What follows belongs to an exercise in optimizing a design on an open flow for small area; a production flow would make more cautious choices. The RTL was checked by simulation tests, not by an equivalence proof against the original design. No activity file was given, so power comes from the tool's default toggle rates.

==> design.v <==
module conv_mac
(
    input  logic [7:0]  a,
    input  logic [7:0]  b,
    input  logic [15:0] p,
    output logic [15:0] result
);
    logic [15:0] row0;
    logic [15:0] row1;
    logic pp_0_0, pp_0_1, pp_0_2, pp_0_3, pp_0_4, pp_0_5, pp_0_6, pp_0_7, pp_1_0, pp_1_1, pp_1_2, pp_1_3, pp_1_4, pp_1_5, pp_1_6, pp_1_7, ppn_1_7, pp_2_0, pp_2_1, pp_2_2, pp_2_3, pp_2_4, pp_2_5, pp_2_6, pp_2_7, pp_3_0, pp_3_1, pp_3_2, pp_3_3, pp_3_4, pp_3_5, pp_3_6, pp_3_7, pp_4_0, pp_4_1, pp_4_2, pp_4_3, pp_4_4, pp_4_5, pp_4_6, pp_4_7, pp_5_0, pp_5_1, pp_5_2, pp_5_3, pp_5_4, pp_5_5, pp_5_6, pp_5_7, pp_6_0, pp_6_1, pp_6_2, pp_6_3, pp_6_4, pp_6_5, pp_6_6, pp_6_7, pp_7_0, pp_7_1, pp_7_2, pp_7_3, pp_7_4, pp_7_5, pp_7_6, pp_7_7, s1, c2, s3, c4, s5, c6, s7, c8, s9, c10, s11, c12, s13, c14, s15, c16, s17, c18, s19, c20, s21, c22, s23, c24, s25, c26, s27, c28, s29, c30, s31, c32, s33, c34, s35, c36, s37, c38, s39, c40, s41, c42, s43, c44, s45, c46, s47, c48, s49, c50, s51, c52, s53, c54, s55, c56, s57, c58, s59, c60, s61, c62, s63, c64, s65, c66, s67, c68, s69, c70, s71, c72, s73, c74, s75, c76, s77, c78, s79, c80, s81, c82, s83, c84, s85, c86, s87, c88, s89, c90, s91, c92, s93, c94, s95, c96, s97, c98, s99, c100, s101, c102, s103, c104, s105, c106, s107, c108, s109, c110, s111, c112, s113, c114, s115, c116, s117, c118, s119, c120, s121, c122, s123, c124, s125, c126;
    assign pp_0_0     = a[0] & b[0];
    assign pp_0_1     = a[0] & b[1];
    assign pp_0_2     = a[0] & b[2];
    assign pp_0_3     = a[0] & b[3];
    assign pp_0_4     = a[0] & b[4];
    assign pp_0_5     = a[0] & b[5];
    assign pp_0_6     = a[0] & b[6];
    assign pp_0_7     = ~(a[0] & b[7]);
    assign pp_1_0     = a[1] & b[0];
    assign pp_1_1     = a[1] & b[1];
    assign pp_1_2     = a[1] & b[2];
    assign pp_1_3     = a[1] & b[3];
    assign pp_1_4     = a[1] & b[4];
    assign pp_1_5     = a[1] & b[5];
    assign pp_1_6     = a[1] & b[6];
    assign pp_1_7     = a[1] & b[7];
    assign ppn_1_7    = ~(a[1] & b[7]);
    assign pp_2_0     = a[2] & b[0];
    assign pp_2_1     = a[2] & b[1];
    assign pp_2_2     = a[2] & b[2];
    assign pp_2_3     = a[2] & b[3];
    assign pp_2_4     = a[2] & b[4];
    assign pp_2_5     = a[2] & b[5];
    assign pp_2_6     = a[2] & b[6];
    assign pp_2_7     = ~(a[2] & b[7]);
    assign pp_3_0     = a[3] & b[0];
    assign pp_3_1     = a[3] & b[1];
    assign pp_3_2     = a[3] & b[2];
    assign pp_3_3     = a[3] & b[3];
    assign pp_3_4     = a[3] & b[4];
    assign pp_3_5     = a[3] & b[5];
    assign pp_3_6     = a[3] & b[6];
    assign pp_3_7     = ~(a[3] & b[7]);
    assign pp_4_0     = a[4] & b[0];
    assign pp_4_1     = a[4] & b[1];
    assign pp_4_2     = a[4] & b[2];
    assign pp_4_3     = a[4] & b[3];
    assign pp_4_4     = a[4] & b[4];
    assign pp_4_5     = a[4] & b[5];
    assign pp_4_6     = a[4] & b[6];
    assign pp_4_7     = ~(a[4] & b[7]);
    assign pp_5_0     = a[5] & b[0];
    assign pp_5_1     = a[5] & b[1];
    assign pp_5_2     = a[5] & b[2];
    assign pp_5_3     = a[5] & b[3];
    assign pp_5_4     = a[5] & b[4];
    assign pp_5_5     = a[5] & b[5];
    assign pp_5_6     = a[5] & b[6];
    assign pp_5_7     = ~(a[5] & b[7]);
    assign pp_6_0     = a[6] & b[0];
    assign pp_6_1     = a[6] & b[1];
    assign pp_6_2     = a[6] & b[2];
    assign pp_6_3     = a[6] & b[3];
    assign pp_6_4     = a[6] & b[4];
    assign pp_6_5     = a[6] & b[5];
    assign pp_6_6     = a[6] & b[6];
    assign pp_6_7     = ~(a[6] & b[7]);
    assign pp_7_0     = ~(a[7] & b[0]);
    assign pp_7_1     = ~(a[7] & b[1]);
    assign pp_7_2     = ~(a[7] & b[2]);
    assign pp_7_3     = ~(a[7] & b[3]);
    assign pp_7_4     = ~(a[7] & b[4]);
    assign pp_7_5     = ~(a[7] & b[5]);
    assign pp_7_6     = ~(a[7] & b[6]);
    assign pp_7_7     = a[7] & b[7];
    assign s1         = pp_0_5 ^ pp_1_4;
    assign c2         = pp_0_5 & pp_1_4;
    assign s3         = pp_0_6 ^ pp_1_5 ^ pp_2_4;
    assign c4         = (pp_0_6 & pp_1_5) | (pp_0_6 & pp_2_4) | (pp_1_5 & pp_2_4);
    assign s5         = pp_3_3 ^ pp_4_2;
    assign c6         = pp_3_3 & pp_4_2;
    assign s7         = pp_0_7 ^ pp_1_6 ^ pp_2_5;
    assign c8         = (pp_0_7 & pp_1_6) | (pp_0_7 & pp_2_5) | (pp_1_6 & pp_2_5);
    assign s9         = pp_3_4 ^ pp_4_3 ^ pp_5_2;
    assign c10        = (pp_3_4 & pp_4_3) | (pp_3_4 & pp_5_2) | (pp_4_3 & pp_5_2);
    assign s11        = pp_6_1 ^ pp_7_0;
    assign c12        = pp_6_1 & pp_7_0;
    assign s13        = pp_1_7 ^ pp_2_6 ^ pp_3_5;
    assign c14        = (pp_1_7 & pp_2_6) | (pp_1_7 & pp_3_5) | (pp_2_6 & pp_3_5);
    assign s15        = pp_4_4 ^ pp_5_3 ^ pp_6_2;
    assign c16        = (pp_4_4 & pp_5_3) | (pp_4_4 & pp_6_2) | (pp_5_3 & pp_6_2);
    assign s17        = pp_7_1 ^ p[8];
    assign c18        = pp_7_1 & p[8];
    assign s19        = ppn_1_7 ^ pp_2_7 ^ pp_3_6;
    assign c20        = (ppn_1_7 & pp_2_7) | (ppn_1_7 & pp_3_6) | (pp_2_7 & pp_3_6);
    assign s21        = pp_4_5 ^ pp_5_4 ^ pp_6_3;
    assign c22        = (pp_4_5 & pp_5_4) | (pp_4_5 & pp_6_3) | (pp_5_4 & pp_6_3);
    assign s23        = pp_7_2 ^ p[9];
    assign c24        = pp_7_2 & p[9];
    assign s25        = pp_3_7 ^ pp_4_6 ^ pp_5_5;
    assign c26        = (pp_3_7 & pp_4_6) | (pp_3_7 & pp_5_5) | (pp_4_6 & pp_5_5);
    assign s27        = pp_6_4 ^ pp_7_3;
    assign c28        = pp_6_4 & pp_7_3;
    assign s29        = pp_4_7 ^ pp_5_6;
    assign c30        = pp_4_7 & pp_5_6;
    assign s31        = pp_0_3 ^ pp_1_2;
    assign c32        = pp_0_3 & pp_1_2;
    assign s33        = pp_0_4 ^ pp_1_3 ^ pp_2_2;
    assign c34        = (pp_0_4 & pp_1_3) | (pp_0_4 & pp_2_2) | (pp_1_3 & pp_2_2);
    assign s35        = pp_3_1 ^ pp_4_0;
    assign c36        = pp_3_1 & pp_4_0;
    assign s37        = s1 ^ pp_2_3 ^ pp_3_2;
    assign c38        = (s1 & pp_2_3) | (s1 & pp_3_2) | (pp_2_3 & pp_3_2);
    assign s39        = pp_4_1 ^ pp_5_0 ^ p[5];
    assign c40        = (pp_4_1 & pp_5_0) | (pp_4_1 & p[5]) | (pp_5_0 & p[5]);
    assign s41        = c2 ^ s3 ^ s5;
    assign c42        = (c2 & s3) | (c2 & s5) | (s3 & s5);
    assign s43        = pp_5_1 ^ pp_6_0 ^ p[6];
    assign c44        = (pp_5_1 & pp_6_0) | (pp_5_1 & p[6]) | (pp_6_0 & p[6]);
    assign s45        = c4 ^ c6 ^ s7;
    assign c46        = (c4 & c6) | (c4 & s7) | (c6 & s7);
    assign s47        = s9 ^ s11 ^ p[7];
    assign c48        = (s9 & s11) | (s9 & p[7]) | (s11 & p[7]);
    assign s49        = c8 ^ c10 ^ c12;
    assign c50        = (c8 & c10) | (c8 & c12) | (c10 & c12);
    assign s51        = s13 ^ s15 ^ s17;
    assign c52        = (s13 & s15) | (s13 & s17) | (s15 & s17);
    assign s53        = c14 ^ c16 ^ c18;
    assign c54        = (c14 & c16) | (c14 & c18) | (c16 & c18);
    assign s55        = s19 ^ s21 ^ s23;
    assign c56        = (s19 & s21) | (s19 & s23) | (s21 & s23);
    assign s57        = c20 ^ c22 ^ c24;
    assign c58        = (c20 & c22) | (c20 & c24) | (c22 & c24);
    assign s59        = s25 ^ s27 ^ p[10];
    assign c60        = (s25 & s27) | (s25 & p[10]) | (s27 & p[10]);
    assign s61        = c26 ^ c28 ^ s29;
    assign c62        = (c26 & c28) | (c26 & s29) | (c28 & s29);
    assign s63        = pp_6_5 ^ pp_7_4 ^ p[11];
    assign c64        = (pp_6_5 & pp_7_4) | (pp_6_5 & p[11]) | (pp_7_4 & p[11]);
    assign s65        = c30 ^ pp_5_7 ^ pp_6_6;
    assign c66        = (c30 & pp_5_7) | (c30 & pp_6_6) | (pp_5_7 & pp_6_6);
    assign s67        = pp_7_5 ^ p[12];
    assign c68        = pp_7_5 & p[12];
    assign s69        = pp_6_7 ^ pp_7_6;
    assign c70        = pp_6_7 & pp_7_6;
    assign s71        = pp_0_2 ^ pp_1_1;
    assign c72        = pp_0_2 & pp_1_1;
    assign s73        = s31 ^ pp_2_1 ^ pp_3_0;
    assign c74        = (s31 & pp_2_1) | (s31 & pp_3_0) | (pp_2_1 & pp_3_0);
    assign s75        = c32 ^ s33 ^ s35;
    assign c76        = (c32 & s33) | (c32 & s35) | (s33 & s35);
    assign s77        = c34 ^ c36 ^ s37;
    assign c78        = (c34 & c36) | (c34 & s37) | (c36 & s37);
    assign s79        = c38 ^ c40 ^ s41;
    assign c80        = (c38 & c40) | (c38 & s41) | (c40 & s41);
    assign s81        = c42 ^ c44 ^ s45;
    assign c82        = (c42 & c44) | (c42 & s45) | (c44 & s45);
    assign s83        = c46 ^ c48 ^ s49;
    assign c84        = (c46 & c48) | (c46 & s49) | (c48 & s49);
    assign s85        = c50 ^ c52 ^ s53;
    assign c86        = (c50 & c52) | (c50 & s53) | (c52 & s53);
    assign s87        = c54 ^ c56 ^ s57;
    assign c88        = (c54 & c56) | (c54 & s57) | (c56 & s57);
    assign s89        = c58 ^ c60 ^ s61;
    assign c90        = (c58 & c60) | (c58 & s61) | (c60 & s61);
    assign s91        = c62 ^ c64 ^ s65;
    assign c92        = (c62 & c64) | (c62 & s65) | (c64 & s65);
    assign s93        = c66 ^ c68 ^ s69;
    assign c94        = (c66 & c68) | (c66 & s69) | (c68 & s69);
    assign s95        = c70 ^ pp_7_7;
    assign c96        = c70 & pp_7_7;
    assign s97        = pp_0_1 ^ pp_1_0;
    assign c98        = pp_0_1 & pp_1_0;
    assign s99        = s71 ^ pp_2_0 ^ p[2];
    assign c100       = (s71 & pp_2_0) | (s71 & p[2]) | (pp_2_0 & p[2]);
    assign s101       = c72 ^ s73 ^ p[3];
    assign c102       = (c72 & s73) | (c72 & p[3]) | (s73 & p[3]);
    assign s103       = c74 ^ s75 ^ p[4];
    assign c104       = (c74 & s75) | (c74 & p[4]) | (s75 & p[4]);
    assign s105       = c76 ^ s77 ^ s39;
    assign c106       = (c76 & s77) | (c76 & s39) | (s77 & s39);
    assign s107       = c78 ^ s79 ^ s43;
    assign c108       = (c78 & s79) | (c78 & s43) | (s79 & s43);
    assign s109       = c80 ^ s81 ^ s47;
    assign c110       = (c80 & s81) | (c80 & s47) | (s81 & s47);
    assign s111       = c82 ^ s83 ^ s51;
    assign c112       = (c82 & s83) | (c82 & s51) | (s83 & s51);
    assign s113       = c84 ^ s85 ^ s55;
    assign c114       = (c84 & s85) | (c84 & s55) | (s85 & s55);
    assign s115       = c86 ^ s87 ^ s59;
    assign c116       = (c86 & s87) | (c86 & s59) | (s87 & s59);
    assign s117       = c88 ^ s89 ^ s63;
    assign c118       = (c88 & s89) | (c88 & s63) | (s89 & s63);
    assign s119       = c90 ^ s91 ^ s67;
    assign c120       = (c90 & s91) | (c90 & s67) | (s91 & s67);
    assign s121       = c92 ^ s93 ^ p[13];
    assign c122       = (c92 & s93) | (c92 & p[13]) | (s93 & p[13]);
    assign s123       = c94 ^ s95 ^ p[14];
    assign c124       = (c94 & s95) | (c94 & p[14]) | (s95 & p[14]);
    assign s125       = c96 ^ p[15];
    assign c126       = c96 & p[15];
    assign row0 = {c124, c122, c120, c118, c116, c114, c112, c110, c108, c106, c104, c102, c100, c98, s97, pp_0_0};
    assign row1 = {s125, s123, s121, s119, s117, s115, s113, s111, s109, s107, s105, s103, s101, s99, p[1], p[0]};
    logic cc0, cc1, cc10, cc11, cc12, cc2, cc3, cc4, cc5, cc6, cc7, cc8, cc9, cs0, cs1, cs10, cs11, cs12, cs13, cs14, cs15, cs2, cs3, cs4, cs5, cs6, cs7, cs8, cs9, kc0_13, kc0_14, kc0_15, kc1_13, kc1_14, kc1_15, ks0_13, ks0_14, ks0_15, ks1_13, ks1_14, ks1_15;
    assign cs0 = pp_0_0 ^ p[0];
    assign cc0 = pp_0_0 & p[0];
    assign cs1 = s97 ^ p[1] ^ cc0;
    assign cc1 = (s97 & p[1]) | (s97 & cc0) | (p[1] & cc0);
    assign cs2 = c98 ^ s99 ^ cc1;
    assign cc2 = (c98 & s99) | (c98 & cc1) | (s99 & cc1);
    assign cs3 = c100 ^ s101 ^ cc2;
    assign cc3 = (c100 & s101) | (c100 & cc2) | (s101 & cc2);
    assign cs4 = c102 ^ s103 ^ cc3;
    assign cc4 = (c102 & s103) | (c102 & cc3) | (s103 & cc3);
    assign cs5 = c104 ^ s105 ^ cc4;
    assign cc5 = (c104 & s105) | (c104 & cc4) | (s105 & cc4);
    assign cs6 = c106 ^ s107 ^ cc5;
    assign cc6 = (c106 & s107) | (c106 & cc5) | (s107 & cc5);
    assign cs7 = c108 ^ s109 ^ cc6;
    assign cc7 = (c108 & s109) | (c108 & cc6) | (s109 & cc6);
    assign cs8 = c110 ^ s111 ^ cc7;
    assign cc8 = (c110 & s111) | (c110 & cc7) | (s111 & cc7);
    assign cs9 = c112 ^ s113 ^ cc8;
    assign cc9 = (c112 & s113) | (c112 & cc8) | (s113 & cc8);
    assign cs10 = c114 ^ s115 ^ cc9;
    assign cc10 = (c114 & s115) | (c114 & cc9) | (s115 & cc9);
    assign cs11 = c116 ^ s117 ^ cc10;
    assign cc11 = (c116 & s117) | (c116 & cc10) | (s117 & cc10);
    assign cs12 = c118 ^ s119 ^ cc11;
    assign cc12 = (c118 & s119) | (c118 & cc11) | (s119 & cc11);
    assign ks0_13 = c120 ^ s121;
    assign kc0_13 = c120 & s121;
    assign ks0_14 = c122 ^ s123 ^ kc0_13;
    assign kc0_14 = (c122 & s123) | (c122 & kc0_13) | (s123 & kc0_13);
    assign ks0_15 = c124 ^ s125 ^ kc0_14;
    assign kc0_15 = (c124 & s125) | (c124 & kc0_14) | (s125 & kc0_14);
    assign ks1_13 = c120 ^ s121 ^ 1'b1;
    assign kc1_13 = (c120 & s121) | (c120 & 1'b1) | (s121 & 1'b1);
    assign ks1_14 = c122 ^ s123 ^ kc1_13;
    assign kc1_14 = (c122 & s123) | (c122 & kc1_13) | (s123 & kc1_13);
    assign ks1_15 = c124 ^ s125 ^ kc1_14;
    assign kc1_15 = (c124 & s125) | (c124 & kc1_14) | (s125 & kc1_14);
    assign cs13 = cc12 ? ks1_13 : ks0_13;
    assign cs14 = cc12 ? ks1_14 : ks0_14;
    assign cs15 = cc12 ? ks1_15 : ks0_15;
    assign result = {~cs15, cs14, cs13, cs12, cs11, cs10, cs9, cs8, cs7, cs6, cs5, cs4, cs3, cs2, cs1, cs0};
endmodule
module conv_acc
(
    input  logic        clk,
    input  logic        arst_n,
    input  logic        wb_cyc,
    input  logic        wb_stb,
    input  logic        wb_we,
    input  logic [1:0]  wb_adr,
    input  logic [31:0] wb_dat_i,
    output logic        wb_ack,
    output logic [31:0] wb_dat_o
);
    logic        ack;
    logic        access;
    logic        wr_operand;
    logic        rd_result;
    logic        wr_clear;
    logic        push;
    logic        pop;
    logic        res_pop;
    logic        op_full;
    logic        op_empty_bus;
    logic        op_empty_pe;
    logic        res_empty;
    logic [3:0]  bus_lvl;
    logic [3:0]  credit;
    logic [1:0]  push_d;
    logic [4:0]  pop_d;
    logic [1:0]  rpop_d;
    logic [2:0]  pe_lag;
    logic [2:0]  res_lag;
    logic        overflow;
    logic        underflow;
    logic        stat_q;
    logic        hit_q;
    logic [3:0]  count;
    logic [15:0] mem [16];
    logic [15:0] sel;
    logic [15:0] rdata;
    logic [15:0] result;
    assign access     = wb_cyc && wb_stb && !ack;
    assign wr_operand = access && wb_we && (wb_adr == 2'd0);
    assign rd_result  = access && !wb_we && (wb_adr == 2'd1);
    assign wr_clear   = access && wb_we && (wb_adr == 2'd3);
    assign pe_lag  = {2'd0, push_d[0]} + {2'd0, push_d[1]}
                   + {2'd0, pop_d[0]} + {2'd0, pop_d[1]};
    assign res_lag = {2'd0, pop_d[0]} + {2'd0, pop_d[1]} + {2'd0, pop_d[2]}
                   + {2'd0, pop_d[3]} + {2'd0, pop_d[4]}
                   + {2'd0, rpop_d[0]} + {2'd0, rpop_d[1]};
    assign op_full      = bus_lvl[3];
    assign op_empty_bus = (bus_lvl == 4'd0);
    assign op_empty_pe  = (bus_lvl == {1'b0, pe_lag});
    assign res_empty    = (credit == {1'b0, res_lag});
    assign push    = wr_operand && !op_full;
    assign pop     = !op_empty_pe && !credit[3];
    assign res_pop = rd_result && !res_empty;
    assign hit_q   = rpop_d[0];
    always_ff @(posedge clk or negedge arst_n) begin
        if (!arst_n) begin
            ack     <= 1'b0;
            stat_q  <= 1'b0;
            push_d  <= '0;
            pop_d   <= '0;
            rpop_d  <= '0;
            bus_lvl <= '0;
            credit  <= '0;
            count   <= '0;
        end else begin
            ack     <= access;
            stat_q  <= access && !wb_we && (wb_adr == 2'd2);
            push_d  <= {push_d[0], push};
            pop_d   <= {pop_d[3:0], pop};
            rpop_d  <= {rpop_d[0], res_pop};
            bus_lvl <= bus_lvl + {3'd0, push} - {3'd0, pop_d[1]};
            credit  <= credit + {3'd0, pop} - {3'd0, rpop_d[1]};
            if (push) begin
                count <= count + 4'd1;
            end else if (hit_q) begin
                count <= count - 4'd1;
            end
        end
    end
    always_ff @(posedge clk or negedge arst_n) begin
        if (!arst_n) begin
            overflow  <= 1'b0;
            underflow <= 1'b0;
        end else if (wr_clear) begin
            overflow  <= 1'b0;
            underflow <= 1'b0;
        end else begin
            if (wr_operand && op_full) begin
                overflow <= 1'b1;
            end
            if (rd_result && res_empty) begin
                underflow <= 1'b1;
            end
        end
    end
    conv_mac u_mac (
        .a      (wb_dat_i[7:0]),
        .b      (wb_dat_i[15:8]),
        .p      (wb_dat_i[31:16]),
        .result (result)
    );
    always_ff @(posedge clk) begin
        if (push) begin
            mem[0] <= result;
            for (int i = 1; i < 16; i++) begin
                mem[i] <= mem[i - 1];
            end
        end
    end
    always_comb begin
        for (int i = 0; i < 16; i++) begin
            sel[i] = hit_q && (count == 4'(i + 1));
        end
    end
    always_comb begin
        rdata = '0;
        for (int i = 0; i < 16; i++) begin
            rdata = rdata | (mem[i] & {16{sel[i]}});
        end
    end
    assign wb_ack = ack;
    always_comb begin
        wb_dat_o       = '0;
        wb_dat_o[15:0] = rdata;
        wb_dat_o[3:0]  = rdata[3:0]
                       | ({4{stat_q}} & {!res_empty, op_empty_bus, underflow, overflow});
    end
endmodule
==> flow/run.sh <==
#!/bin/bash
# The standard layout (standard.sh) with these changes:
#  - synthesis maps adders without the Kogge-Stone carry map and skips the
#    early ABC pass inside yosys synth, so the explicit adder tree is
#    extracted into full/half adder cells as written;
#  - the final ABC mapping uses an area-oriented script (flow/area.abc);
#  - ports are buffered with the smallest buffer instead of a delay buffer.
# make's full output is in flow.log, each step's in orfs/logs.
set -uo pipefail
here=$PWD
export SYNTH_OPERATIONS_ARGS="-noabc"
export BUFFER_PORTS_ARGS="-buffer_cell sky130_fd_sc_hd__buf_1"
export FLOW_SYNTH_TCL=$here/synth_recipe.tcl
export MY_ABC_SCRIPT=$here/flow/area.abc
sed "s#SYNTH_SCRIPT=[^ ]*#SYNTH_SCRIPT=$here/flow/my_synth.tcl#" standard.sh > my_standard.sh
bash my_standard.sh > flow.log 2>&1
==> flow/area.abc <==
&get -n
&st
&dch
&nf -R 1000
&put
==> flow/my_synth.tcl <==
# Wraps the standard flow's synthesis script; only the final ABC mapping script changes
# (area-oriented &dch/&nf mapping of the combinational logic). Registers,
# their names and cell types are left exactly as the standard synthesis.
proc abc {args} {
  set i [lsearch -exact $args -script]
  if {$i >= 0} { lset args [expr {$i + 1}] $::env(MY_ABC_SCRIPT) }
  yosys abc {*}$args
}
source $::env(FLOW_SYNTH_TCL)
==> standard.sh <==
#!/bin/bash
# synth_recipe.tcl (not shown) runs the flow's synth.tcl, then flattens the netlist and writes it again
# the make line also repeats each setting of config.mk as NAME=value (left out here)
make -C /OpenROAD-flow-scripts/flow DESIGN_CONFIG=/design/flow/config.mk WORK_HOME=/design/flow/orfs CLKGATE_MAP_FILE= SYNTH_SCRIPT=/design/flow/synth_recipe.tcl "${@:-finish}"
==> config.mk <==
export PLATFORM = sky130hd
export DESIGN_NAME = conv_acc
export DESIGN_NICKNAME = conv_acc
export VERILOG_FILES = /design/flow/design.v
export SDC_FILE = /design/flow/constraint.sdc
export NUM_CORES = 4
export LEC_CHECK = 0
export CAP_MARGIN = 20
export CORE_MARGIN = 2
export CORE_UTILIZATION = 40
export CTS_BUF_LIST = sky130_fd_sc_hd__clkbuf_4
export CTS_CLUSTER_DIAMETER = 40
export CTS_CLUSTER_SIZE = 12
export SLEW_MARGIN = 20
==> constraint.sdc <==
create_clock -name core_clock -period 7.0 [get_ports {clk}]
set_input_delay 1.4000 -clock core_clock [delete_from_list [all_inputs] [get_ports {clk}]]
set_output_delay 1.4000 -clock core_clock [all_outputs]
set_load 0.01 [all_outputs]
==> results of run 1 <==
routing by layer:
metal / track usage / wire length, um
met1: 0.215 / 11000
met2: 0.204 / 9650
met3: 0.0269 / 1390
met4: 0.0374 / 277
met5: 0 / 0
worst reg2reg max path: stages, from the launching register on:
cell and delay [ps]:
dfrtp_1 460, fa_1 460, ha_1 200, ha_1 310
o22ai_1 110, a21oi_1 60, a31oi_1 230, ha_1 190
clkinv_1 80, fa_1 400, fa_1 380, xnor2_1 180
xnor2_1 130
logic make-up (layout without fill, tap and decap cells):
| family | Yosys count | count (layout) | synth area share |
|---|---|---|---|
| flops | 281 | 281 | 0.670 |
| compound gates | 114 | 114 | 0.0829 |
| fa+ha+maj | 102 | 102 | 0.145 |
| simple gates | 165 | 165 | 0.0656 |
| buf+inv | 64 | 193 | 0.0278 |
| other cells | 1 | 17 | 0.000302 |
| xor+xnor | 13 | 13 | 0.00917 |
sequential cells by signal, summed over array words and instances (netlist names):
signal	flops
stat_q	1
ack	1
rpop_d	2
pop_d	5
overflow	1
underflow	1
credit	4
mem	256
push_d	2
count	4
bus_lvl	4
power by group through the flow:
| stage | clock network, W | logic [W] | registers (W) |
|---|---|---|---|
| 2_1_floorplan | 0 | 0.000649 | 0.00204 |
| 3_3_place_gp | 0 | 0.000823 | 0.00206 |
| 3_5_place_dp | 0 | 0.000835 | 0.00206 |
| 4_1_cts | 0.00111 | 0.000837 | 0.00202 |
| 5_1_grt | 0.00118 | 0.000976 | 0.00204 |
| 6_report | 0.00107 | 0.000809 | 0.00202 |
cells in the final DEF (no fill, tap or decap), types with 13 or more instances in the layout:
cell type,n
and2_0,49
buf_4,30
ha_1,33
a221o_1,34
dfrtp_1,25
fa_1,57
a22oi_1,13
conb_1,16
edfxtp_1,256
nand2_1,60
nor2_1,19
clkinv_1,39
a222oi_1,39
clkbuf_4,44
buf_1,55
how the worst max path moves through the flow:
stage | to | depth (start not counted)
final | mem[0][15] | 20
after global routing | mem[0][15] | 20
after CTS | mem[0][15] | 20
after detailed placement | mem[0][15] | 20
after global placement | mem[0][15] | 20
after floorplan | bus_lvl[2] | 9
metrics by stage:
stage	util	area (um^2)	hold WS, ps
6_report	0.454	13900	405
5_1_grt	0.454	13900	429
4_1_cts	0.454	13900	409
3_5_place_dp	0.435	13300	386
3_3_place_gp	0.435	13300	382
2_1_floorplan	-	12500	372
synth_stat cells:
cell / instances / area (um^2)
edfxtp_1: 256 / 7690
fa_1: 69 / 1380
nand2_1: 62 / 233
and2_0: 49 / 307
a222oi_1: 39 / 390
clkinv_1: 36 / 135
a221o_1: 34 / 340
ha_1: 33 / 413
buf_4: 28 / 210
dfrtp_1: 25 / 626
nor2_1: 20 / 75.1
a22oi_1: 13 / 97.6
a221oi_1: 10 / 87.6
nand4_1: 9 / 56.3
xnor2_1: 9 / 78.8
nand3_1: 8 / 40.0
a21oi_1: 7 / 35.0
nor3_1: 5 / 25.0
and3_1: 4 / 25.0
xor2_1: 4 / 35.0
o21ai_0: 3 / 15.0
or2_0: 3 / 18.8
a22o_1: 2 / 17.5
o22ai_1: 2 / 12.5
a31oi_1: 1 / 6.26
a41o_1: 1 / 10.0
and4_1: 1 / 8.76
conb_1: 1 / 3.75
nand2b_1: 1 / 6.26
nand3b_1: 1 / 7.51
nor2b_1: 1 / 6.26
nor4_1: 1 / 6.26
o2bb2ai_1: 1 / 8.76
o41ai_1: 1 / 8.76
final cells by class:
cell class              instances  area (um^2)  area share
well taps                     396          495      0.0357
diodes                          1         2.50    0.000180
inverters                      36          136     0.00981
clock buffers                  44          330      0.0238
flip-flops and latches        281         8310       0.598
repair buffers                 86          452      0.0325
multi-input cells             410         3910       0.281
clock inverters                27          259      0.0186
==> impl_metrics.tcl, run 1 <==
set metrics [dict create \
    clk_pin_slew_ps 100 \
    tritoncts "done" \
    final_cell_count_no_fill 1281 \
    drive_gt1_frac 0.136 \
    hold_viol_final 0 \
    yosys.cell_types.count 34 \
    htree_levels 2 \
    crit_chain "buf_1 > and2_0 > ha_1 > fa_1 > fa_1 > fa_2 > fa_2 > fa_2 > fa_2 > fa_2 > fa_2 > fa_2 > fa_2 > fa_2 > fa_2 > nand2_1 > o21ai_2 > nor2_1 > nor2_1 > xnor2_1" \
    ant_nets 0 \
    r2r-start "pop_d[1]" \
    r2r_cells 12 \
    cp_common_cell "fa_2" \
    first_pass_iters 9 \
    cts_resized 0 \
    die_h_um 180 \
    die_x_um 180 \
    crit_family "adder cells" \
    syn_avg_cell_area_um2 16.8 \
    power_density_mw_per_mm2 281 \
    max_freq_mhz 150 \
    power_w 0.00390 \
    insertion_delay_ps 640 \
    n_fill_cell 2729 \
    setup.worst_path.class "in2reg" \
    regToRegSetupSlack_ps 3760 \
    min_path_type "reg2reg" \
    fin_skew_ps 28.9 \
    ir_worst_vdd_v 0.000101 \
    drt-total-wl_mm 22.3 \
    clockBufferDepth 3 \
    setup_slack_ps 347 \
    ctsHoldBuffers 0 \
    min_from "pop_d[3]" \
    routed_via_density 5.17 \
    worst_path_max_delay_cell "fa_1" \
    synth_seq_cells 281 \
    io_pins 72 \
    grt_max_degree 192 \
    coreArea_mm2 0.0306 \
    tns_ps 0 \
    seqPwrFrac 0.518 \
    drt_iter0_markers 621 \
    yosys_warnings 2 \
    max_slew_margin 0.209 \
    ys_seq_area_frac 0.670 \
    syn-instance-count 740 \
    cts-buffers-inserted 40 \
    cp-start-kind "primary input" \
    r2r-end "credit[3]" \
    start_util 0.406 \
    holdPathStages 0 \
    rows 64 \
    switching_share 0.285 \
    dp_hpwl_mm 14.9 \
    endpoint_kind "flip-flop" \
    fin_nets 996 \
    grt_pass1_vias 6885 \
    crit_arrival_ps 7050 \
    worst_ep_required_time_ps 7390 \
    setup_violations 0 \
    fin_crit_ps 6650 \
    grt_overflow 0 \
    p_sw_w 0.00111 \
    rsz0062_at_grt "no" \
    post-route-period-util 0.950 \
    slowest_delay_ps 510 \
    tightest_slew_ps 1190 \
    die_area_mm2 0.0325 \
    drc 0 \
    place_ws_ps -384 \
    wire_per_inst_um 17.4 \
    p_comb_frac 0.208 \
    crit_path_start "wb_dat_i[11]" \
    p_clk_frac 0.274 \
    vias 6621 \
    portBuffers 55 \
    leakagePower_nw 4.73 \
    p_int_w 0.00279 \
    syn_area_mm2 0.0124 \
    cts_num_sinks 281 \
    grt_pass1_wl_mm 36.9 \
    place_inst 1209 \
    gp_congestion 0.834 \
    min_to "pop_d[4]" \
    grt.total_usage 0.140 \
    cts_root_buf "clkbuf_4" \
    post-cts-setup-buffers 0 \
    syn_to_final_growth_pct 11.9 \
    max_cap_violations 0 \
    antenna_found_initial 1 \
    slew_viol_final 0 \
    critical_path.max_fanout 8 \
    cp_num_buf_inv 1 \
    outcome "complete, no violations" \
]
==> run 2: changes to the inputs <==
--- a/config.mk
+++ b/config.mk
@@ -8,7 +8,7 @@
 export CAP_MARGIN = 20
 export CORE_MARGIN = 2
 export CORE_UTILIZATION = 40
-export CTS_BUF_LIST = sky130_fd_sc_hd__clkbuf_4
+export CTS_BUF_LIST = sky130_fd_sc_hd__clkbuf_2 sky130_fd_sc_hd__clkbuf_4
 export CTS_CLUSTER_DIAMETER = 40
 export CTS_CLUSTER_SIZE = 12
 export SLEW_MARGIN = 20
==> impl_metrics.tcl, run 2 <==
set metrics [dict create \
    critPathCapture "mem[0][15]" \
    p_clk_frac 0.274 \
    grt_max_degree 192 \
    routed_via_density 5.17 \
    coreArea_mm2 0.0306 \
    ant_nets 0 \
    syn-instance-count 740 \
    synth_edf_count 256 \
    final_cell_count_no_fill 1281 \
    insertion_delay_ps 640 \
    syn_to_final_growth_pct 11.9 \
    endpoint_kind "flip-flop" \
    crit_arrival_ps 7050 \
    first_pass_iters 9 \
    critical_path.max_fanout 8 \
    top_regs "mem x256, pop_d x5" \
    multi_input_area_mm2 0.00391 \
    hold_viol_final 0 \
    fin_skew_ps 28.9 \
    drt-total-wl_mm 22.3 \
    async_flop_share 0.0890 \
    start_util 0.406 \
    outcome "complete, no violations" \
    vias 6621 \
    p_int_w 0.00279 \
    wire_per_inst_um 17.4 \
    ir_worst_vdd_v 0.000101 \
    drt_iter0_markers 621 \
    grt_pass1_wl_mm 36.9 \
    ys_seq_area_frac 0.670 \
    yosys_warnings 2 \
    io_pins 72 \
    yosys.cell_types.count 34 \
    syn_avg_cell_area_um2 16.8 \
    dp_hpwl_mm 14.9 \
    synth_seq_cells 281 \
    post-cts-setup-buffers 0 \
    fin_crit_ps 6650 \
    max_slew_margin 0.209 \
    syn_area_mm2 0.0124 \
    portBuffers 55 \
    grt_overflow 0 \
    ys.flop_type "edfxtp_1" \
    setup.worst_path.class "in2reg" \
    clk_pin_slew_ps 100 \
    place_inst 1209 \
    r2r_cells 12 \
    cts_root_buf "clkbuf_4" \
    fin_nets 996 \
    cp-start-kind "primary input" \
    p_comb_frac 0.208 \
    leakagePower_nw 4.73 \
    post-route-period-util 0.950 \
    tightest_slew_ps 1190 \
    gp_congestion 0.834 \
    yosysMostFrequentCell "edfxtp_1" \
    p_sw_w 0.00111 \
    mostFrequentLayoutCells "edfxtp_1 (256), nand2_1 (60), fa_1 (57), buf_1 (55), and2_0 (49)" \
    power_density_mw_per_mm2 281 \
    regMostFlops "mem" \
    n_fill_cell 2729 \
    regToRegSetupSlack_ps 3760 \
    final_common_cell "edfxtp_1" \
    largest_reg_flops 256 \
    r2r-end "credit[3]" \
    cts-buffers-inserted 40 \
    htree_levels 2 \
    switching_share 0.285 \
    ys_top_cells_by_count "edfxtp_1 (256), fa_1 (69), nand2_1 (62)" \
    cts_resized 0 \
    crit_path_start "wb_dat_i[11]" \
    antenna_found_initial 1 \
    grt.total_usage 0.140 \
    r2r-start "pop_d[1]" \
    drive_gt1_frac 0.136 \
    max_freq_mhz 150 \
    slew_viol_final 0 \
    synth.largest_area_cell "edfxtp_1" \
    synth_top_area_frac 0.619 \
    drc 0 \
    max_cap_violations 0 \
    seqPwrFrac 0.518 \
    timing.hold.ws_ps 405 \
    holdPathStages 0 \
    seqCellArea_mm2 0.00831 \
    tritoncts "done" \
    rsz0062_at_grt "no" \
    cts_num_sinks 281 \
    worst_ep_required_time_ps 7390 \
    rows 64 \
    grt_pass1_vias 6885 \
    min_path_type "reg2reg" \
    die_area_mm2 0.0325 \
    setup_violations 0 \
    clockBufferDepth 3 \
    die_h_um 180 \
    ctsHoldBuffers 0 \
    die_x_um 180 \
    synth_area_leaders "edfxtp_1 (62%), fa_1 (11%), dfrtp_1 (5.0%), ha_1 (3.3%), a222oi_1 (3.1%)" \
]
run 2: cell counts after synthesis:
No cell type changed its count.
run 2: logic make-up after synthesis:
family                   after synthesis  share of synthesized area
AND/OR/NAND/NOR                      165                     0.0656
AO/OA/AOI/OAI                        114                     0.0829
flip-flops                           281                      0.670
other                                  1                   0.000302
buffers and inverters                 64                     0.0278
XOR/XNOR                              13                    0.00917
adder cells (fa/ha/maj)              102                      0.145
run 2: worst max-delay path, stage by stage:
cell and delay (ps):
buf_1 220, and2_0 180, ha_1 240, fa_1 480, fa_1 510, fa_2 360
fa_2 360, fa_2 350, fa_2 370, fa_2 400, fa_2 360, fa_2 400
fa_2 340, fa_2 340, fa_2 370, nand2_1 80, o21ai_2 60, nor2_1 80
nor2_1 50, xnor2_1 110
run 2: area by class of cell:
cell class / count / share of cell area
Timing Repair Buffer: 86 / 0.0325
Tap cell: 396 / 0.0357
Sequential cell: 281 / 0.598
Inverter: 36 / 0.00981
Multi-Input combinational cell: 410 / 0.281
Clock buffer: 44 / 0.0238
Antenna cell: 1 / 0.000180
Clock inverter: 27 / 0.0186
run 2: worst min-delay path by stage:
stage	slack (ps)	start	endpoint
global route	430	pop_d[3]	pop_d[4]
global placement	380	pop_d[3]	pop_d[4]
finish	410	pop_d[3]	pop_d[4]
detailed placement	390	pop_d[3]	pop_d[4]
CTS	410	pop_d[3]	pop_d[4]
floorplan	370	pop_d[3]	pop_d[4]
run 2: power by group through the flow:
| stage | Clock, W | Sequential, W | Combinational [W] |
|---|---|---|---|
| 6_report | 0.00107 | 0.00202 | 0.000809 |
| 5_1_grt | 0.00118 | 0.00204 | 0.000976 |
| 4_1_cts | 0.00111 | 0.00202 | 0.000837 |
| 3_5_place_dp | 0 | 0.00206 | 0.000835 |
| 3_3_place_gp | 0 | 0.00206 | 0.000823 |
| 2_1_floorplan | 0 | 0.00204 | 0.000649 |
run 2: per-stage QoR:
stage / util / TNS, ps / power, W / worst slack [ps] / area (um^2)
3_3_place_gp: 0.435 / -779 / 0.00288 / -318 / 13300
4_1_cts: 0.454 / 0 / 0.00397 / 340 / 13900
3_5_place_dp: 0.435 / -1060 / 0.00290 / -384 / 13300
2_1_floorplan: - / -916800 / 0.00269 / -4840 / 12500
6_report: 0.454 / 0 / 0.00390 / 347 / 13900
5_1_grt: 0.454 / 0 / 0.00419 / 110 / 13900
run 2: routing by layer:
layer | vias to the layer above | GRT usage | share of wire
li1 | 3099 | - | -
met3 | 26 | 0.0269 | 0.062
met4 | 0 | 0.0374 | 0.012
met2 | 227 | 0.204 | 0.43
met5 | - | 0 | 0
met1 | 3269 | 0.215 | 0.49
==> run 3: changes to the inputs <==
--- a/flow/run.sh
+++ b/flow/run.sh
@@ -4,7 +4,8 @@
 #    early ABC pass inside yosys synth, so the explicit adder tree is
 #    extracted into full/half adder cells as written;
 #  - the final ABC mapping uses an area-oriented script (flow/area.abc);
-#  - ports are buffered with the smallest buffer instead of a delay buffer.
+#  - ports are buffered with the smallest buffer instead of a delay buffer;
+#  - clock tree: small clock buffers, small sink clusters, no dummy loads.
 # make's full output is in flow.log, each step's in orfs/logs.
 set -uo pipefail
 here=$PWD
@@ -12,5 +13,6 @@
 export BUFFER_PORTS_ARGS="-buffer_cell sky130_fd_sc_hd__buf_1"
 export FLOW_SYNTH_TCL=$here/synth_recipe.tcl
 export MY_ABC_SCRIPT=$here/flow/area.abc
+export CTS_ARGS="-sink_clustering_enable -repair_clock_nets -dont_use_dummy_load -buf_list {sky130_fd_sc_hd__clkbuf_2 sky130_fd_sc_hd__clkbuf_4} -sink_clustering_size 12 -sink_clustering_max_diameter 40"
 sed "s#SYNTH_SCRIPT=[^ ]*#SYNTH_SCRIPT=$here/flow/my_synth.tcl#" standard.sh > my_standard.sh
 bash my_standard.sh > flow.log 2>&1
--- a/config.mk
+++ b/config.mk
@@ -8,7 +8,4 @@
 export CAP_MARGIN = 20
 export CORE_MARGIN = 2
 export CORE_UTILIZATION = 40
-export CTS_BUF_LIST = sky130_fd_sc_hd__clkbuf_2 sky130_fd_sc_hd__clkbuf_4
-export CTS_CLUSTER_DIAMETER = 40
-export CTS_CLUSTER_SIZE = 12
 export SLEW_MARGIN = 20
==> impl_metrics.tcl, run 3 <==
set metrics [dict create \
    syn_avg_cell_area_um2 16.8 \
    post-route-period-util 0.952 \
    stdcell_area_mm2 0.0136 \
    antenna_found_initial 1 \
    insertion_delay_ps 640 \
    r2r-start "pop_d[1]" \
    max_slew_margin 0.250 \
    tritoncts "done" \
    clk_pin_slew_ps 120 \
    ys_seq_area_frac 0.670 \
    dpl_cell_area_mm2 0.0133 \
    grt_pass1_vias 6852 \
    start_util 0.406 \
    min_from "mem[0][7]" \
    synth_area_leaders "edfxtp_1 (62%), fa_1 (11%), dfrtp_1 (5.0%), ha_1 (3.3%), a222oi_1 (3.1%)" \
    grt_overflow 0 \
    drc 0 \
    regToRegSetupSlack_ps 3770 \
    power_density_mw_per_mm2 264 \
    clockBufferDepth 3 \
    rows 64 \
    fin_nets 996 \
    ir_worst_vdd_v 0.0000968 \
    io_pins 72 \
    critical_path.max_fanout 8 \
    ys.flop_type "edfxtp_1" \
    cp-start-kind "primary input" \
    setup_violations 0 \
    endpoint_kind "flip-flop" \
    portBuffers 55 \
    worst_ep_required_time_ps 7380 \
    die_h_um 180 \
    htree_levels 2 \
    ctsHoldBuffers 0 \
    cp_common_cell "fa_2" \
    rsz0062_at_grt "no" \
    cts_resized 0 \
    vias 6546 \
    drive_gt1_frac 0.109 \
    fin_crit_ps 6660 \
    place_ws_ps -384 \
    final_common_cell "edfxtp_1" \
    grt_pass1_wl_mm 36.8 \
    slowest_delay_ps 510 \
    routed_via_density 5.24 \
    first_pass_iters 6 \
    crit_arrival_ps 7050 \
    top_regs "mem x256, pop_d x5" \
    holdPathStages 0 \
    synth_edf_count 256 \
    grt.total_usage 0.140 \
    syn-instance-count 740 \
    largest_reg_flops 256 \
    cts_num_sinks 281 \
    r2r_cells 12 \
    die_area_mm2 0.0325 \
    fin_skew_ps 64.7 \
    coreArea_mm2 0.0306 \
    timing.hold.ws_ps 385 \
    r2r-end "credit[3]" \
    cts-buffers-inserted 40 \
    outcome "complete, no violations" \
    yosys.cell_types.count 34 \
    yosys_warnings 2 \
    ant_nets 0 \
    yosysMostFrequentCell "edfxtp_1" \
    mostFrequentLayoutCells "edfxtp_1 (256), nand2_1 (60), fa_1 (57), buf_1 (55), and2_0 (49)" \
    slew_viol_final 0 \
    min_path_type "reg2reg" \
    synth.largest_area_cell "edfxtp_1" \
    max_freq_mhz 150 \
    wire_per_inst_um 17.7 \
    gp_congestion 0.834 \
    syn_to_final_growth_pct 9.60 \
    cts_root_buf "clkbuf_4" \
    cp_num_buf_inv 1 \
    syn_area_mm2 0.0124 \
    async_flop_share 0.0890 \
    synth_top_area_frac 0.619 \
    drt_iter0_markers 732 \
    hold_viol_final 0 \
    tightest_slew_ps 1130 \
    setup.worst_path.class "in2reg" \
    ys_top_cells_by_count "edfxtp_1 (256), fa_1 (69), nand2_1 (62)" \
    post-cts-setup-buffers 0 \
    tns_ps 0 \
    min_to "mem[1][7]" \
    grt_max_degree 192 \
    crit_family "adder cells" \
    die_x_um 180 \
    setup_slack_ps 337 \
    worst_path_max_delay_cell "fa_1" \
    leakagePower_nw 4.61 \
    max_cap_violations 0 \
    regMostFlops "mem" \
    drt-total-wl_mm 22.2 \
    dp_hpwl_mm 14.9 \
    crit_chain "buf_1 > and2_0 > ha_1 > fa_1 > fa_1 > fa_2 > fa_2 > fa_2 > fa_2 > fa_2 > fa_2 > fa_2 > fa_2 > fa_2 > fa_2 > nand2_1 > o21ai_2 > nor2_1 > nor2_1 > xnor2_1" \
    synth_seq_cells 281 \
]
-- run 3: kinds of logic (layout without fill, tap and decap cells) --
family          Yosys count  in the layout  share of synthesized area
buf+inv                  64            162                     0.0278
flops                   281            281                      0.670
compound gates          114            114                     0.0829
xor+xnor                 13             13                    0.00917
simple gates            165            165                     0.0656
other cells               1             17                   0.000302
fa+ha+maj               102            102                      0.145
-- run 3: worst max path at each step --
stage	start	endpoint	slack, ps	cells past startpoint
after global routing	wb_dat_i[11]	mem[0][15]	90	20
after floorplan	wb_stb	bus_lvl[2]	-4840	9
after detailed placement	wb_dat_i[11]	mem[0][15]	-380	20
after global placement	wb_dat_i[1]	mem[0][15]	-320	20
final	wb_dat_i[11]	mem[0][15]	340	20
after CTS	wb_dat_i[11]	mem[0][15]	320	20
-- run 3: area by class of cell --
cell class	instances	area, um^2
well taps	396	495
diodes	1	2.50
repair buffers	86	452
fillers	2748	17000
clock buffers	40	300
flip-flops and latches	281	8310
inverters	36	136
multi-input cells	410	3910
-- run 3: layer usage --
layer / part of all wire / vias up / track usage
li1: - / 3067 / -
met1: 0.49 / 3225 / 0.214
met2: 0.43 / 214 / 0.204
met3: 0.065 / 40 / 0.0255
met4: 0.019 / 0 / 0.0406
met5: 0 / - / 0
-- run 3: power breakdown --
| part | total (W) | internal [W] | leakage, nW | switching [W] |
|---|---|---|---|---|
| logic | 0.000809 | 0.000396 | 1.81 | 0.000413 |
| clock network | 0.000761 | 0.000263 | 0.184 | 0.000498 |
| registers | 0.00202 | 0.00194 | 2.61 | 0.0000783 |
-- run 3: per-stage QoR --
stage                     total power (W)  instances   util
after floorplan                   0.00269        755      -
after global placement            0.00288       1209  0.435
after detailed placement          0.00290       1209  0.435
after CTS                         0.00366       1249  0.445
after global routing              0.00388       1250  0.445
final                             0.00359       1250  0.445
==> run 4: changes to the inputs <==
--- a/flow/run.sh
+++ b/flow/run.sh
@@ -13,6 +13,6 @@
 export BUFFER_PORTS_ARGS="-buffer_cell sky130_fd_sc_hd__buf_1"
 export FLOW_SYNTH_TCL=$here/synth_recipe.tcl
 export MY_ABC_SCRIPT=$here/flow/area.abc
-export CTS_ARGS="-sink_clustering_enable -repair_clock_nets -dont_use_dummy_load -buf_list {sky130_fd_sc_hd__clkbuf_2 sky130_fd_sc_hd__clkbuf_4} -sink_clustering_size 12 -sink_clustering_max_diameter 40"
+export CTS_ARGS="-sink_clustering_enable -repair_clock_nets -dont_use_dummy_load -buf_list sky130_fd_sc_hd__clkbuf_4 -sink_clustering_size 12 -sink_clustering_max_diameter 40"
 sed "s#SYNTH_SCRIPT=[^ ]*#SYNTH_SCRIPT=$here/flow/my_synth.tcl#" standard.sh > my_standard.sh
 bash my_standard.sh > flow.log 2>&1
--- a/config.mk
+++ b/config.mk
@@ -8,4 +8,5 @@
 export CAP_MARGIN = 20
 export CORE_MARGIN = 2
 export CORE_UTILIZATION = 40
+export GPL_TIMING_DRIVEN = 0
 export SLEW_MARGIN = 20
==> impl_metrics.tcl, run 4 <==
set metrics [dict create \
    routed_via_density 5.23 \
    insertion_delay_ps 630 \
    rows 64 \
    syn_to_final_growth_pct 12.1 \
    drt_iter0_markers 559 \
    max_freq_mhz 147 \
    async_flop_share 0.0890 \
    die_h_um 180 \
    yosysMostFrequentCell "edfxtp_1" \
    synth_area_leaders "edfxtp_1 (62%), fa_1 (11%), dfrtp_1 (5.0%), ha_1 (3.3%), a222oi_1 (3.1%)" \
    setup_violations 0 \
    slew_viol_final 0 \
    regMostFlops "mem" \
    grt_pass1_vias 6919 \
    largest_reg_flops 256 \
    yosys_warnings 2 \
    ys_top_cells_by_count "edfxtp_1 (256), fa_1 (69), nand2_1 (62)" \
    groute.layer.met3.usage 0.0216 \
    fin_skew_ps 68.7 \
    drive_gt1_frac 0.148 \
    post-cts-setup-buffers 0 \
    top_regs "mem x256, pop_d x5" \
    grt_util_met1 0.211 \
    tritoncts "done" \
    fin_nets 1019 \
    drt-total-wl_mm 22.4 \
    max_cap_violations 0 \
    worst_path_max_delay_cell "fa_1" \
    antenna_found_initial 1 \
    syn_area_mm2 0.0124 \
    vias 6658 \
    synth_seq_cells 281 \
    n_fill_cell 2702 \
    ys_seq_area_frac 0.670 \
    cts_root_buf "clkbuf_4" \
    synth.largest_area_cell "edfxtp_1" \
    slowest_delay_ps 530 \
    final_common_cell "edfxtp_1" \
    first_pass_iters 8 \
    start_util 0.406 \
    grt_overflow 0 \
    grt_max_degree 26 \
    fin_crit_ps 6790 \
    ant_nets 0 \
    grt.total_usage 0.141 \
    wire_per_inst_um 17.6 \
    leakagePower_nw 4.77 \
    min_path_type "reg2reg" \
    crit_arrival_ps 7150 \
    endpoint_kind "flip-flop" \
    clk_pin_slew_ps 100 \
    htree_levels 2 \
    rsz0062_at_grt "no" \
    hold_viol_final 0 \
    outcome "complete, no violations" \
    setup.worst_path.class "in2reg" \
    die_area_mm2 0.0325 \
    post-route-period-util 0.970 \
    power_density_mw_per_mm2 255 \
    drc 0 \
    yosys.cell_types.count 34 \
    synth_edf_count 256 \
    die_x_um 180 \
    worst_ep_required_time_ps 7360 \
    tightest_slew_ps 858 \
    ir_worst_vdd_v 0.000111 \
    synth_top_area_frac 0.619 \
    dp_hpwl_mm 16.0 \
    gp_congestion 0.806 \
    top_usage_layer "met2" \
    syn-instance-count 740 \
    cp-start-kind "primary input" \
    portBuffers 55 \
    ys.flop_type "edfxtp_1" \
    cp_common_cell "fa_2" \
    crit_chain "buf_1 > and2_0 > ha_1 > fa_1 > fa_1 > fa_2 > fa_2 > fa_2 > fa_2 > fa_2 > fa_2 > fa_2 > fa_2 > fa_2 > fa_2 > o21ai_2 > nor2_1 > nor2_1 > xnor2_1" \
    grt_util_met2 0.217 \
    cts-buffers-inserted 34 \
    mostFrequentLayoutCells "edfxtp_1 (256), nand2_1 (60), fa_1 (57), buf_1 (53), and2_0 (49)" \
    max_slew_margin 0.428 \
    io_pins 72 \
    coreArea_mm2 0.0306 \
    syn_avg_cell_area_um2 16.8 \
    post-route-util 0.455 \
    critical_path.max_fanout 8 \
    grt_pass1_wl_mm 37.5 \
    cts_num_sinks 281 \
    power_w 0.00355 \
    clockBufferDepth 3 \
]
[run 4: cell counts after synthesis]
Identical to the previous run, type by type.
[run 4: metal layers]
metal  vias up  routed length (um)
li1       3114                   -
met5         -                   0
met1      3269               10600
met4         0                 352
met2       248                9970
met3        27                1480
[run 4: per-stage QoR]
stage          area (um^2)   TNS, ps  hold WS (ps)  setup slack (ps)  std cells
4_1_cts              13900         0           389               202       1272
2_1_floorplan        12500   -916800           372             -4840        755
6_report             13900         0           387               209       1273
5_1_grt              13900         0           399              8.54       1273
3_3_place_gp         13200  -1766360           382             -8260       1206
3_5_place_dp         13700     -1070           386              -461       1238
[run 4: logic make-up after synthesis]
| logic type | synth area share |
|---|---|
| other | 0.000302 |
| adders and majority gates | 0.145 |
| xor gates and xnor gates | 0.00917 |
| and+or+nand+nor | 0.0656 |
| buffers and inverters | 0.0278 |
| AOI/OAI and AO/OA | 0.0829 |
| DFF | 0.670 |
[run 4: repair_timing]
action / in CTS / in global routing
endpoints found under the setup margin: 0 / 1
hold buffers: 0 / 0
resized for setup: 0 / 1
[run 4: worst max-delay path: cells and delay by family]
family	cells	cell delay, ps
and+or+nand+nor	3	350
xor gates and xnor gates	1	80
AOI/OAI and AO/OA	1	160
adders and majority gates	13	4890
buffers and inverters	1	260
[run 4: path summary, 6_finish.rpt]
path | start | to | slack [ps] | cells after the start
setup reg to reg | push_d[0] | credit[3] | 3740 | 12
max in group asynchronous | arst_n | ack | 5780 | 1
hold / removal | pop_d[3] | pop_d[4] | 390 | 0
setup / recovery | wb_dat_i[11] | mem[0][15] | 210 | 19
hold reg to reg | pop_d[3] | pop_d[4] | 390 | 0
min in group asynchronous | arst_n | bus_lvl[2] | 780 | 1
[run 4: cell type report]
type | instances | area [um^2] | area share
Tap cell | 396 | 495 | 0.0356
Timing Repair Buffer | 87 | 562 | 0.0404
Inverter | 36 | 136 | 0.00980
Multi-Input combinational cell | 410 | 3940 | 0.283
Sequential cell | 281 | 8310 | 0.598
Clock buffer | 34 | 255 | 0.0183
Buffer | 28 | 210 | 0.0151
Antenna cell | 1 | 2.50 | 0.000180
[run 4: power by group]
group,internal (W),switching [W]
Clock,0.000226,0.000483
Sequential,0.00194,0.0000798
Combinational,0.000393,0.000425
==> run 5: changes to the inputs <==
--- a/config.mk
+++ b/config.mk
@@ -7,6 +7,5 @@
 export LEC_CHECK = 0
 export CAP_MARGIN = 20
 export CORE_MARGIN = 2
-export CORE_UTILIZATION = 40
-export GPL_TIMING_DRIVEN = 0
+export CORE_UTILIZATION = 70
 export SLEW_MARGIN = 20
==> impl_metrics.tcl, run 5 <==
set metrics [dict create \
    post-cts-setup-buffers 0 \
    syn_to_final_growth_pct 7.28 \
    async_flop_share 0.0890 \
    fin_skew_ps 109 \
    critPathCapture "mem[0][15]" \
    min_path_type "reg2reg" \
    endpoint_kind "flip-flop" \
    seqPwrFrac 0.566 \
    synth_top_area_frac 0.619 \
    p_comb_frac 0.247 \
    yosys.cell_types.count 34 \
    final_common_cell "edfxtp_1" \
    regMostFlops "mem" \
    grt_max_degree 204 \
    first_pass_iters 5 \
    holdPathStages 0 \
    n_fill_cell 1001 \
    vias 6827 \
    switching_share 0.285 \
    largest_reg_flops 256 \
    cp_common_cell "fa_2" \
    r2r_cells 12 \
    crit_family "adder cells" \
    fin_nets 986 \
    cts-buffers-inserted 31 \
    ys.flop_type "edfxtp_1" \
    drt-total-wl_mm 23.6 \
    cts_num_sinks 281 \
    clk_pin_slew_ps 120 \
    start_util 0.718 \
    post-route-period-util 0.968 \
    critical_path.max_fanout 6 \
    seqCellArea_mm2 0.00831 \
    tns_ps 0 \
    ctsHoldBuffers 0 \
    top_regs "mem x256, pop_d x5" \
    drive_gt1_frac 0.0985 \
    r2r-end "credit[3]" \
    gp_congestion 0.883 \
    yosysMostFrequentCell "edfxtp_1" \
    hold_viol_final 0 \
    r2r-start "pop_d[1]" \
    dpl_cell_area_mm2 0.0131 \
    synth_seq_cells 281 \
    rows 48 \
    crit_arrival_ps 7180 \
    drc 0 \
    slowest_delay_ps 520 \
    setup.worst_path.class "in2reg" \
    routed_via_density 6.39 \
    mostFrequentLayoutCells "edfxtp_1 (256), nand2_1 (60), fa_1 (57), buf_1 (55), and2_0 (49)" \
    die_h_um 137 \
    cts_root_buf "clkbuf_4" \
    slew_viol_final 0 \
    syn_avg_cell_area_um2 16.8 \
    outcome "complete, no violations" \
    antenna_found_initial 1 \
    cts_resized 0 \
    maxUsedRoutingLayer "met4" \
    die_area_mm2 0.0188 \
    max_cap_violations 0 \
    grt_overflow 0 \
    ant_nets 0 \
    p_clk_frac 0.187 \
    clockBufferDepth 3 \
    stdcell_area_mm2 0.0133 \
    htree_levels 1 \
    ir_worst_vdd_v 0.000237 \
    dp_hpwl_mm 16.7 \
    syn_area_mm2 0.0124 \
    dr_wl_met3_mm 1.83 \
    grt_pass1_vias 6993 \
    die_x_um 137 \
    power_density_mw_per_mm2 269 \
    cp_num_buf_inv 1 \
    syn-instance-count 740 \
    wl_met2_mm 11.7 \
    worst-path-stages 20 \
    p_sw_w 0.00102 \
    multi_input_area_mm2 0.00391 \
    portBuffers 55 \
    crit_path_start "wb_dat_i[1]" \
    grt.total_usage 0.259 \
    synth_edf_count 256 \
    io_pins 72 \
    coreArea_mm2 0.0173 \
    drt_iter0_markers 829 \
    worst_path_max_delay_cell "fa_1" \
    regToRegSetupSlack_ps 3570 \
    cp-start-kind "primary input" \
    synth_area_leaders "edfxtp_1 (62%), fa_1 (11%), dfrtp_1 (5.0%), ha_1 (3.3%), a222oi_1 (3.1%)" \
    insertion_delay_ps 710 \
    tightest_slew_ps 1050 \
    ys_seq_area_frac 0.670 \
    max_slew_margin 0.298 \
    wire_per_inst_um 22.1 \
    synth.largest_area_cell "edfxtp_1" \
    wl_met1_mm 9.70 \
    worst_ep_required_time_ps 7400 \
    ys_top_cells_by_count "edfxtp_1 (256), fa_1 (69), nand2_1 (62)" \
    grt_pass1_wl_mm 36.9 \
    max_freq_mhz 148 \
    setup_violations 0 \
    fin_crit_ps 6770 \
    rsz0062_at_grt "no" \
    leakagePower_nw 4.56 \
    tritoncts "done" \
    p_int_w 0.00256 \
    crit_chain "buf_1 > and2_0 > ha_1 > fa_1 > fa_1 > fa_2 > fa_2 > fa_2 > fa_2 > fa_2 > fa_2 > fa_2 > fa_2 > fa_2 > fa_2 > nand2_1 > o21ai_2 > nor2_1 > nor2_1 > xnor2_1" \
    yosys_warnings 2 \
]
run 5: layout make-up:
cell class	count	share of cell area
Sequential cell	281	0.624
Multi-Input combinational cell	410	0.293
Timing Repair Buffer	85	0.0334
Tap cell	225	0.0211
Clock buffer	31	0.0175
Inverter	36	0.0102
Antenna cell	1	0.000188
run 5: metal layers:
metal	track usage	vias to the layer above
li1	-	3036
met3	0.0390	36
met5	0	-
met2	0.419	321
met1	0.375	3434
met4	0.0739	0
run 5: how the worst min path moves through the flow:
stage	startpoint	to	slack (ps)
after floorplan	pop_d[3]	pop_d[4]	370
after global placement	pop_d[3]	pop_d[4]	390
after detailed placement	pop_d[3]	pop_d[4]	390
after CTS	mem[5][15]	mem[6][15]	370
after global routing	mem[6][10]	mem[7][10]	380
final	mem[6][10]	mem[7][10]	370
run 5: through the flow:
stage	total power [W]	hold slack [ps]	std cells	setup slack, ps	utilization
after global routing	0.00379	384	1069	94.6	0.770
after CTS	0.00361	374	1068	283	0.770
after floorplan	0.00269	372	755	-4840	-
after detailed placement	0.00296	391	1037	-411	0.756
after global placement	0.00286	387	1037	-282	0.756
final	0.00358	369	1069	225	0.770
run 5: power by group through the flow:
stage	registers [W]	logic [W]	clock network [W]
5_1_grt	0.00204	0.00100	0.000752
3_5_place_dp	0.00206	0.000893	0
6_report	0.00203	0.000883	0.000669
3_3_place_gp	0.00206	0.000802	0
4_1_cts	0.00203	0.000899	0.000688
2_1_floorplan	0.00204	0.000649	0
run 5: logic make-up (layout without fill, tap and decap cells):
kind of cell / count (synthesis) / after routing / synth area share
and+or+nand+nor: 165 / 165 / 0.0656
AOI/OAI and AO/OA: 114 / 114 / 0.0829
adders and majority gates: 102 / 102 / 0.145
buffers and inverters: 64 / 152 / 0.0278
DFF: 281 / 281 / 0.670
other: 1 / 17 / 0.000302
xor gates and xnor gates: 13 / 13 / 0.00917
run 5: worst register-to-register path: stages (launching register included):
cell and delay [ps]:
dfrtp_1 470, fa_1 470, ha_1 200, ha_1 320, o22ai_1 120, a21oi_1 60
a31oi_1 240, ha_1 200, clkinv_1 80, fa_1 410, fa_1 400, xnor2_1 200
xnor2_1 140
==> run 6: changes to the inputs <==
--- a/config.mk
+++ b/config.mk
@@ -7,5 +7,5 @@
 export LEC_CHECK = 0
 export CAP_MARGIN = 20
 export CORE_MARGIN = 2
-export CORE_UTILIZATION = 70
+export CORE_UTILIZATION = 40
 export SLEW_MARGIN = 20
==> impl_metrics.tcl, run 6 <==
set metrics [dict create \
    outcome "complete, no violations" \
    drt-total-wl_mm 22.2 \
    max_freq_mhz 150 \
    rsz0062_at_grt "no" \
    portBuffers 55 \
    timing.hold.ws_ps 385 \
    critPathCapture "mem[0][15]" \
    yosys.cell_types.count 34 \
    synth_adder_area_share 0.145 \
    crit_path_start "wb_dat_i[11]" \
    die_h_um 180 \
    insertion_delay_ps 640 \
    synth_edf_count 256 \
    setup_violations 0 \
    critical_path.max_fanout 8 \
    synth_mux_area_frac 0 \
    syn_area_mm2 0.0124 \
    endpoint_kind "flip-flop" \
    syn_to_final_growth_pct 9.60 \
    r2r-start "pop_d[1]" \
    crit_arrival_ps 7050 \
    tns_ps 0 \
    synthXorXnorAreaFrac 0.00917 \
    ant_nets 0 \
    tritoncts "done" \
    max_slew_margin 0.250 \
    first_pass_iters 6 \
    fin_nets 996 \
    drive_gt1_frac 0.109 \
    ys_top_cells_by_count "edfxtp_1 (256), fa_1 (69), nand2_1 (62)" \
    mostFrequentLayoutCells "edfxtp_1 (256), nand2_1 (60), fa_1 (57), buf_1 (55), and2_0 (49)" \
    r2r-end "credit[3]" \
    syn-instance-count 740 \
    ys.flop_type "edfxtp_1" \
    max_cap_violations 0 \
    vias 6546 \
    post-cts-setup-buffers 0 \
    cts_root_buf "clkbuf_4" \
    hold_viol_final 0 \
    async_flop_share 0.0890 \
    synth.largest_area_cell "edfxtp_1" \
    synth_top_family_by_area "adder cells" \
    power_density_mw_per_mm2 264 \
    crit_family "adder cells" \
    min_path_type "reg2reg" \
    setup.worst_path.class "in2reg" \
    largest_reg_flops 256 \
    grt_overflow 0 \
    wire_per_inst_um 17.7 \
    worst_path_max_delay_cell "fa_1" \
    clockBufferDepth 3 \
    start_util 0.406 \
    rows 64 \
    grt_pass1_vias 6852 \
    top_regs "mem x256, pop_d x5" \
    yosys.area_share.simple 0.0656 \
    clk_pin_slew_ps 120 \
    coreArea_mm2 0.0306 \
    ys_seq_area_frac 0.670 \
    cts-buffers-inserted 40 \
    synth_top_area_frac 0.619 \
    worst-path-stages 20 \
    syn_avg_cell_area_um2 16.8 \
    regToRegSetupSlack_ps 3770 \
    cts_resized 0 \
    cp_common_cell "fa_2" \
    leakagePower_nw 4.61 \
    slew_viol_final 0 \
    slowest_delay_ps 510 \
    dp_hpwl_mm 14.9 \
    drc 0 \
    grt.total_usage 0.140 \
    post-route-period-util 0.952 \
    final_common_cell "edfxtp_1" \
    fin_skew_ps 64.7 \
    yosysMostFrequentCell "edfxtp_1" \
    ir_worst_vdd_v 0.0000968 \
    worst_ep_required_time_ps 7380 \
    r2r_cells 12 \
    drt_iter0_markers 732 \
    routed_via_density 5.24 \
    htree_levels 2 \
    synth_compound_area_frac 0.0829 \
    cts_num_sinks 281 \
    gp_congestion 0.834 \
    grt_pass1_wl_mm 36.8 \
    synth_area_leaders "edfxtp_1 (62%), fa_1 (11%), dfrtp_1 (5.0%), ha_1 (3.3%), a222oi_1 (3.1%)" \
    power_w 0.00359 \
    fin_crit_ps 6660 \
    antenna_found_initial 1 \
    crit_chain "buf_1 > and2_0 > ha_1 > fa_1 > fa_1 > fa_2 > fa_2 > fa_2 > fa_2 > fa_2 > fa_2 > fa_2 > fa_2 > fa_2 > fa_2 > nand2_1 > o21ai_2 > nor2_1 > nor2_1 > xnor2_1" \
    yosys_warnings 2 \
    grt_max_degree 192 \
    cp-start-kind "primary input" \
    io_pins 72 \
    synth_seq_cells 281 \
    ctsHoldBuffers 0 \
    regMostFlops "mem" \
    die_area_mm2 0.0325 \
    tightest_slew_ps 1130 \
    cp_num_buf_inv 1 \
    n_fill_cell 2748 \
    die_x_um 180 \
]
run 6: cell counts after synthesis:
No cell type changed its count.
run 6: how the worst min path moves through the flow:
stage	from	end	cells past startpoint
2_1_floorplan	pop_d[3]	pop_d[4]	0
3_3_place_gp	pop_d[3]	pop_d[4]	0
3_5_place_dp	pop_d[3]	pop_d[4]	0
4_1_cts	mem[0][7]	mem[1][7]	0
5_1_grt	mem[0][7]	mem[1][7]	0
6_report	mem[0][7]	mem[1][7]	0
run 6: routing by layer:
| layer | GRT usage | vias to the layer above | wire, um |
|---|---|---|---|
| li1 | - | 3067 | - |
| met1 | 0.214 | 3225 | 10800 |
| met2 | 0.204 | 214 | 9490 |
| met5 | 0 | - | 0 |
| met3 | 0.0255 | 40 | 1450 |
| met4 | 0.0406 | 0 | 420 |
run 6: logic make-up (layout without fill, tap and decap cells):
kind of cell               after synthesis  after routing
and+or+nand+nor                        165            165
other                                    1             17
AOI/OAI and AO/OA                      114            114
buffers and inverters                   64            162
xor gates and xnor gates                13             13
adders and majority gates              102            102
DFF                                    281            281
run 6: cell type report:
type,instances,area (um^2),area share
Sequential cell,281,8310,0.611
Multi-Input combinational cell,410,3910,0.287
Tap cell,396,495,0.0364
Timing Repair Buffer,86,452,0.0332
Clock buffer,40,300,0.0221
Inverter,36,136,0.0100
Antenna cell,1,2.50,0.000184
run 6: report_power, final:
group / internal, W / total, W / switching (W)
registers: 0.00194 / 0.00202 / 0.0000783
logic: 0.000396 / 0.000809 / 0.000413
clock network: 0.000263 / 0.000761 / 0.000498
run 6: through the flow:
step,util,setup slack [ps],instances,area [um^2]
floorplan,-,-4840,755,12500
global placement,0.435,-318,1209,13300
detailed placement,0.435,-384,1209,13300
CTS,0.445,320,1249,13600
global route,0.445,93.7,1250,13600
finish,0.445,337,1250,13600

[port drivers added, routing unchanged]
The results above use ideal ports. As a check the final layouts listed here were re-extracted and re-timed, cells and wires unchanged.
Step 1: set_driving_cell puts a clkbuf_16 on clk and a buf_2 on each other input, an assumption about the parent block.
Step 2 times the ports against the registers' clock, not the clock port: input delays grow and output delays shrink by t, the midpoint of the rising clock arrivals with the driver on.
Slacks: ideal / step 1 / step 2; pairs: ideal / step 1.
run	t (ns)	setup WS [ns]	latest minus earliest clock arrival (ns)	worst data-port slew with drivers (ns)
run 1	0.669	0.347 / 0.361 / -0.308	0.043 / 0.042	0.04
run 2	0.669	0.347 / 0.361 / -0.308	0.043 / 0.042	0.04
run 3	0.644	0.337 / 0.350 / -0.294	0.084 / 0.084	0.04
run 4	0.631	0.209 / 0.227 / -0.404	0.068 / 0.069	0.04
run 5	0.710	0.225 / 0.246 / -0.464	0.140 / 0.141	0.04
run 6	0.644	0.337 / 0.350 / -0.294	0.084 / 0.084	0.04
Met with ideal ports but missed after step 2: setup timing in every run listed. The setup slack of run 5, which loses most, moves by +0.021 ns with the drivers and by -0.689 ns with both steps.
